Source: an optimization exercise on an open RTL-to-GDS flow (aim: small area, a short achievable clock period and few clock cycles per item). Production flows keep margins and buffers that such runs may drop. In this exercise RTL edits were held to simulation tests only and were not proved equivalent to the original. Power is estimated from default activity; no workload was simulated.

## v6
==> flow/design.v <==
`timescale 1ns / 1ps
package cwmq_pkg;
    localparam int RING_DEPTH_DEF  = 64;
    localparam int MAX_WAITERS_DEF = 8;
    localparam int CHAR_W    = 8;
    localparam int ID_W      = 32;
    localparam int STATUS_W  = 3;
    localparam int CHARS_W   = 6;
    localparam int WAITERS_W = 4;
    localparam logic [STATUS_W-1:0] ST_DELIVERED = 3'd0;
    localparam logic [STATUS_W-1:0] ST_QUEUED    = 3'd1;
    localparam logic [STATUS_W-1:0] ST_DROPPED   = 3'd2;
    localparam logic [STATUS_W-1:0] ST_WAITER    = 3'd3;
    localparam logic [STATUS_W-1:0] ST_DUPLICATE = 3'd4;
    localparam logic [STATUS_W-1:0] ST_FULL      = 3'd5;
    localparam logic [STATUS_W-1:0] ST_IGNORED   = 3'd6;
    localparam logic MODE_CHAR = 1'b0;
    localparam logic MODE_WAIT = 1'b1;
endpackage
`timescale 1ns / 1ps
import cwmq_pkg::*;
module cwmq_ring (
    input  logic               i_clk,
    input  logic               i_rst_n,
    input  logic               i_put,
    input  logic               i_take,
    input  logic [CHAR_W-1:0]  i_data,
    output logic               o_empty,
    output logic               o_full,
    output logic [CHARS_W-1:0] o_count,
    output logic [CHARS_W-1:0] o_count_inc,
    output logic [CHARS_W-1:0] o_count_dec,
    output logic [CHAR_W-1:0]  o_head
);
    logic [CHAR_W-1:0]  r_mem [63];
    logic [5:0]         r_rp, r_wp, r_rp1;
    logic [CHAR_W-1:0]  r_head;
    logic [CHARS_W-1:0] r_count;
    always_ff @(posedge i_clk) begin
        if (!i_rst_n) begin
            r_rp    <= '0;
            r_rp1   <= 6'd1;
            r_wp    <= '0;
            r_count <= '0;
        end else begin
            if (i_put) r_wp <= (r_wp == 6'd62) ? 6'd0 : r_wp + 1'b1;
            if (i_take) begin
                r_rp  <= r_rp1;
                r_rp1 <= (r_rp1 == 6'd62) ? 6'd0 : r_rp1 + 1'b1;
            end
            if (i_put) r_count <= o_count_inc;
            else if (i_take) r_count <= o_count_dec;
        end
    end
    always_ff @(posedge i_clk) begin
        if (!o_full) begin
            r_mem[r_wp] <= i_data;
        end
    end
    always_ff @(posedge i_clk) begin
        if (i_take) begin
            r_head <= r_mem[r_rp1];
        end else if (o_empty) begin
            r_head <= i_data;
        end
    end
    assign o_empty     = (r_count == '0);
    assign o_full      = (r_count == 6'd63);
    assign o_count     = r_count;
    assign o_count_inc = r_count + 1'b1;
    assign o_count_dec = r_count - 1'b1;
    assign o_head      = r_head;
endmodule
`timescale 1ns / 1ps
import cwmq_pkg::*;
module char_waiter_matching_queue_unit (
    input  logic                 i_clk,
    input  logic                 i_rst_n,
    input  logic                 i_req_valid,
    output logic                 o_req_ready,
    input  logic                 i_req_mode,
    input  logic [CHAR_W-1:0]    i_req_char_value,
    input  logic [ID_W-1:0]      i_req_waiter_id,
    output logic                 o_rsp_valid,
    input  logic                 i_rsp_ready,
    output logic                 o_rsp_delivered,
    output logic [ID_W-1:0]      o_rsp_dest_client,
    output logic [CHAR_W-1:0]    o_rsp_char_out,
    output logic [STATUS_W-1:0]  o_rsp_status,
    output logic [CHARS_W-1:0]   o_rsp_chars_held,
    output logic [WAITERS_W-1:0] o_rsp_waiters_held
);
    localparam int NW = MAX_WAITERS_DEF;
    localparam int RW = ID_W + CHAR_W + STATUS_W + CHARS_W + WAITERS_W;
    logic              r_v1;
    logic              r_mode;
    logic [CHAR_W-1:0] r_cv;
    logic [ID_W-1:0]   r_id;
    logic              r_cnz, r_inz;
    logic [MAX_WAITERS_DEF-1:0] r_match;
    logic              r_ready;
    logic          r_q0v, r_q1v;
    logic [RW-1:0] r_q0, r_q1;
    logic [ID_W-1:0] r_wmem [NW];
    logic [2:0]      r_whead, r_wtail;
    logic [3:0]      r_wcnt;
    logic [NW-1:0]   r_wvalid;
    logic w_go, w_ld;
    logic               w_put, w_take;
    logic               w_rempty, w_rfull;
    logic [CHARS_W-1:0] w_rcnt, w_rcnt_inc, w_rcnt_dec;
    logic [CHAR_W-1:0]  w_rhead;
    cwmq_ring u_ring (
        .i_clk      (i_clk),
        .i_rst_n    (i_rst_n),
        .i_put      (w_put),
        .i_take     (w_take),
        .i_data     (r_cv),
        .o_empty    (w_rempty),
        .o_full     (w_rfull),
        .o_count    (w_rcnt),
        .o_count_inc(w_rcnt_inc),
        .o_count_dec(w_rcnt_dec),
        .o_head     (w_rhead)
    );
    assign w_go        = r_v1 && !(r_q0v && r_q1v);
    assign w_ld        = r_ready;
    assign o_req_ready = r_ready;
    logic [NW-1:0] w_cmatch;
    always_comb begin
        for (int k = 0; k < NW; k++) begin
            w_cmatch[k] = (r_wmem[k] == i_req_waiter_id);
        end
    end
    logic [NW-1:0] w_wvalid, w_hit;
    logic          w_dup, w_cnz, w_inz, w_wempty, w_wfull;
    assign w_wvalid = r_wvalid;
    assign w_hit    = w_wvalid & r_match;
    assign w_dup    = |w_hit;
    assign w_cnz    = r_cnz;
    assign w_inz    = r_inz;
    assign w_wempty = (r_wcnt == 4'd0);
    assign w_wfull  = r_wcnt[3];
    logic [ID_W-1:0]      n_dest;
    logic [CHAR_W-1:0]    n_cout;
    logic [STATUS_W-1:0]  n_status;
    logic [CHARS_W-1:0]   n_chars;
    logic [WAITERS_W-1:0] n_waiters;
    logic                 w_wpop, w_wpush;
    always_comb begin
        w_put     = 1'b0;
        w_take    = 1'b0;
        w_wpop    = 1'b0;
        w_wpush   = 1'b0;
        n_dest    = '0;
        n_cout    = '0;
        n_status  = ST_IGNORED;
        n_chars   = w_rcnt;
        n_waiters = r_wcnt;
        if (r_mode == MODE_CHAR) begin
            if (!w_cnz) begin
                n_status = ST_IGNORED;
            end else if (!w_wempty) begin
                w_wpop    = w_go;
                n_dest    = r_wmem[r_whead];
                n_cout    = r_cv;
                n_status  = ST_DELIVERED;
                n_waiters = r_wcnt - 1'b1;
            end else if (w_rfull) begin
                n_status = ST_DROPPED;
            end else begin
                w_put    = w_go;
                n_status = ST_QUEUED;
                n_chars  = w_rcnt_inc;
            end
        end else if (!w_inz) begin
            n_status = ST_IGNORED;
        end else if (!w_rempty) begin
            w_take   = w_go;
            n_dest   = r_id;
            n_cout   = w_rhead;
            n_status = ST_DELIVERED;
            n_chars  = w_rcnt_dec;
        end else if (w_dup) begin
            n_status = ST_DUPLICATE;
        end else if (w_wfull) begin
            n_status = ST_FULL;
        end else begin
            w_wpush   = w_go;
            n_status  = ST_WAITER;
            n_waiters = r_wcnt + 1'b1;
        end
    end
    logic [RW-1:0] w_res;
    assign w_res = {n_dest, n_cout, n_status, n_chars, n_waiters};
    logic w_pop, w_q0v_n, w_q1v_n, w_v1_n;
    assign w_pop   = r_q0v && i_rsp_ready;
    assign w_q0v_n = r_q1v || w_go || (r_q0v && !i_rsp_ready);
    assign w_q1v_n = (r_q1v && !i_rsp_ready) || (w_go && r_q0v && !(w_pop && !r_q1v));
    assign w_v1_n  = w_ld ? i_req_valid : r_v1;
    always_ff @(posedge i_clk) begin
        if (!i_rst_n) begin
            r_v1    <= 1'b0;
            r_q0v   <= 1'b0;
            r_q1v   <= 1'b0;
            r_ready <= 1'b1;
            r_whead <= '0;
            r_wtail <= '0;
            r_wcnt  <= '0;
            r_wvalid <= '0;
        end else begin
            if (w_ld) r_v1 <= i_req_valid;
            if (w_wpop) begin
                r_whead <= r_whead + 1'b1;
                r_wcnt  <= r_wcnt - 1'b1;
                r_wvalid[r_whead] <= 1'b0;
            end
            if (w_wpush) begin
                r_wtail <= r_wtail + 1'b1;
                r_wcnt  <= r_wcnt + 1'b1;
                r_wvalid[r_wtail] <= 1'b1;
            end
            r_q0v   <= w_q0v_n;
            r_q1v   <= w_q1v_n;
            r_ready <= !w_v1_n || !(w_q0v_n && w_q1v_n);
        end
    end
    always_ff @(posedge i_clk) begin
        if (w_ld) begin
            r_mode <= i_req_mode;
            r_cv   <= i_req_char_value;
            r_id   <= i_req_waiter_id;
            r_cnz  <= |i_req_char_value;
            r_inz  <= |i_req_waiter_id;
            r_match <= w_cmatch;
        end
    end
    logic [2:0] w_wtail_n;
    logic       w_wfull_n;
    assign w_wtail_n = w_wpush ? r_wtail + 1'b1 : r_wtail;
    assign w_wfull_n = w_wpush ? (r_wcnt == 4'd7) : (w_wfull && !w_wpop);
    always_ff @(posedge i_clk) begin
        if (w_ld && !w_wfull_n) begin
            r_wmem[w_wtail_n] <= i_req_waiter_id;
        end
    end
    logic r_q0d;
    always_ff @(posedge i_clk) begin
        if (!i_rst_n) begin
            r_q0  <= '0;
            r_q0d <= 1'b0;
        end else if (!r_q0v || i_rsp_ready) begin
            r_q0  <= r_q1v ? r_q1 : w_res;
            r_q0d <= r_q1v ? (r_q1[CHARS_W+WAITERS_W +: STATUS_W] == ST_DELIVERED)
                           : (n_status == ST_DELIVERED);
        end
        if (!r_q1v || i_rsp_ready) begin
            r_q1 <= w_res;
        end
    end
    assign o_rsp_valid = r_q0v;
    assign {o_rsp_dest_client, o_rsp_char_out, o_rsp_status, o_rsp_chars_held,
            o_rsp_waiters_held} = r_q0;
    assign o_rsp_delivered = r_q0d;
endmodule
Settings: LEC_CHECK=0, CAP_MARGIN=20, CORE_MARGIN=2, CORE_UTILIZATION=40, CTS_CLUSTER_DIAMETER=100, CTS_CLUSTER_SIZE=24, SETUP_SLACK_MARGIN=5, SLEW_MARGIN=20; clock period 8.0 ns.
run.sh (not shown) runs the stock make flow with config.mk's settings and CLKGATE_MAP_FILE= SYNTH_SCRIPT=/design/flow/synth_recipe.tcl, a recipe that flattens the netlist after the stock synthesis.
Testbench counts of v6, summed over its fixed seeds: cycles 4,816, items 4,800.
--- input diff v6..v7 ---
diff --git a/flow/design.v b/flow/design.v
--- a/flow/design.v
+++ b/flow/design.v
@@ -32,7 +32,7 @@
     output logic [CHARS_W-1:0] o_count_dec,
     output logic [CHAR_W-1:0]  o_head
 );
-    logic [CHAR_W-1:0]  r_mem [63];
+    logic [CHAR_W-1:0]  r_mem [64];
     logic [5:0]         r_rp, r_wp, r_rp1;
     logic [CHAR_W-1:0]  r_head;
     logic [CHARS_W-1:0] r_count;
@@ -43,19 +43,17 @@
             r_wp    <= '0;
             r_count <= '0;
         end else begin
-            if (i_put) r_wp <= (r_wp == 6'd62) ? 6'd0 : r_wp + 1'b1;
+            if (i_put) r_wp <= r_wp + 1'b1;
             if (i_take) begin
                 r_rp  <= r_rp1;
-                r_rp1 <= (r_rp1 == 6'd62) ? 6'd0 : r_rp1 + 1'b1;
+                r_rp1 <= r_rp1 + 1'b1;
             end
             if (i_put) r_count <= o_count_inc;
             else if (i_take) r_count <= o_count_dec;
         end
     end
     always_ff @(posedge i_clk) begin
-        if (!o_full) begin
-            r_mem[r_wp] <= i_data;
-        end
+        r_mem[r_wp] <= i_data;
     end
     always_ff @(posedge i_clk) begin
         if (i_take) begin
@@ -127,9 +125,11 @@
     assign w_ld        = r_ready;
     assign o_req_ready = r_ready;
     logic [NW-1:0] w_cmatch;
+    logic          w_same;
+    assign w_same = (i_req_waiter_id == r_id);
     always_comb begin
         for (int k = 0; k < NW; k++) begin
-            w_cmatch[k] = (r_wmem[k] == i_req_waiter_id);
+            w_cmatch[k] = ((3'(k) == r_wtail) && !w_wfull) ? w_same : (r_wmem[k] == i_req_waiter_id);
         end
     end
     logic [NW-1:0] w_wvalid, w_hit;
@@ -235,13 +235,9 @@
             r_match <= w_cmatch;
         end
     end
-    logic [2:0] w_wtail_n;
-    logic       w_wfull_n;
-    assign w_wtail_n = w_wpush ? r_wtail + 1'b1 : r_wtail;
-    assign w_wfull_n = w_wpush ? (r_wcnt == 4'd7) : (w_wfull && !w_wpop);
-    always_ff @(posedge i_clk) begin
-        if (w_ld && !w_wfull_n) begin
-            r_wmem[w_wtail_n] <= i_req_waiter_id;
+    always_ff @(posedge i_clk) begin
+        if (!w_wfull) begin
+            r_wmem[r_wtail] <= r_id;
         end
     end
     logic r_q0d;
### Flow results
- | worst setup slack | v7 vs v6 | ≈ equal |
- NOTE placeable core area v6->v7 increased slightly
- The launch point of the critical path comes out i_req_waiter_id[8] in one run and u_ring.r_count[0] in the other, namely in v7 and v6 respectively.
- Number of different library cells in the post-synthesis netlist in v7 is 9 below v6.
- Routed wire length per instance on v7 is up relative to v6.
- Run comparison: v6 last element of the critical path u_ring.r_mem[6][5]; v7 last element of the critical path r_match[1]
- Total power, v7 and v6: lower on v6
- Initial standard-cell utilization of the core of v6 is on par with v7.
Testbench counts of v7, summed over its fixed seeds: cycles 4,816, items 4,800.

[static timing again, ports no longer ideal]
The flow's constraints put no driver on any port. The routed layouts listed below were extracted and timed again, unchanged, in two steps. Step 1: set_driving_cell puts a clkbuf_16 on i_clk and a buf_2 on each other input, an assumption about the parent block. Step 2 times the ports against the registers' clock, not the clock port: input delays grow and output delays shrink by t, the midpoint of the rising clock arrivals with the driver on. Slacks: ideal / step 1 / step 2; pairs: ideal / step 1.
run | shift t [ns] | setup WS [ns] | cell pins on the clock port's net
v6 | 0.726 | 4.942 / 4.942 / 4.230 | 1
v7 | 0.707 | 4.942 / 4.973 / 4.266 | 1
After both steps every run listed still meets setup and hold. The setup slack of v6, which loses most, moves by 0.000 ns with the drivers and by -0.712 ns with both steps.
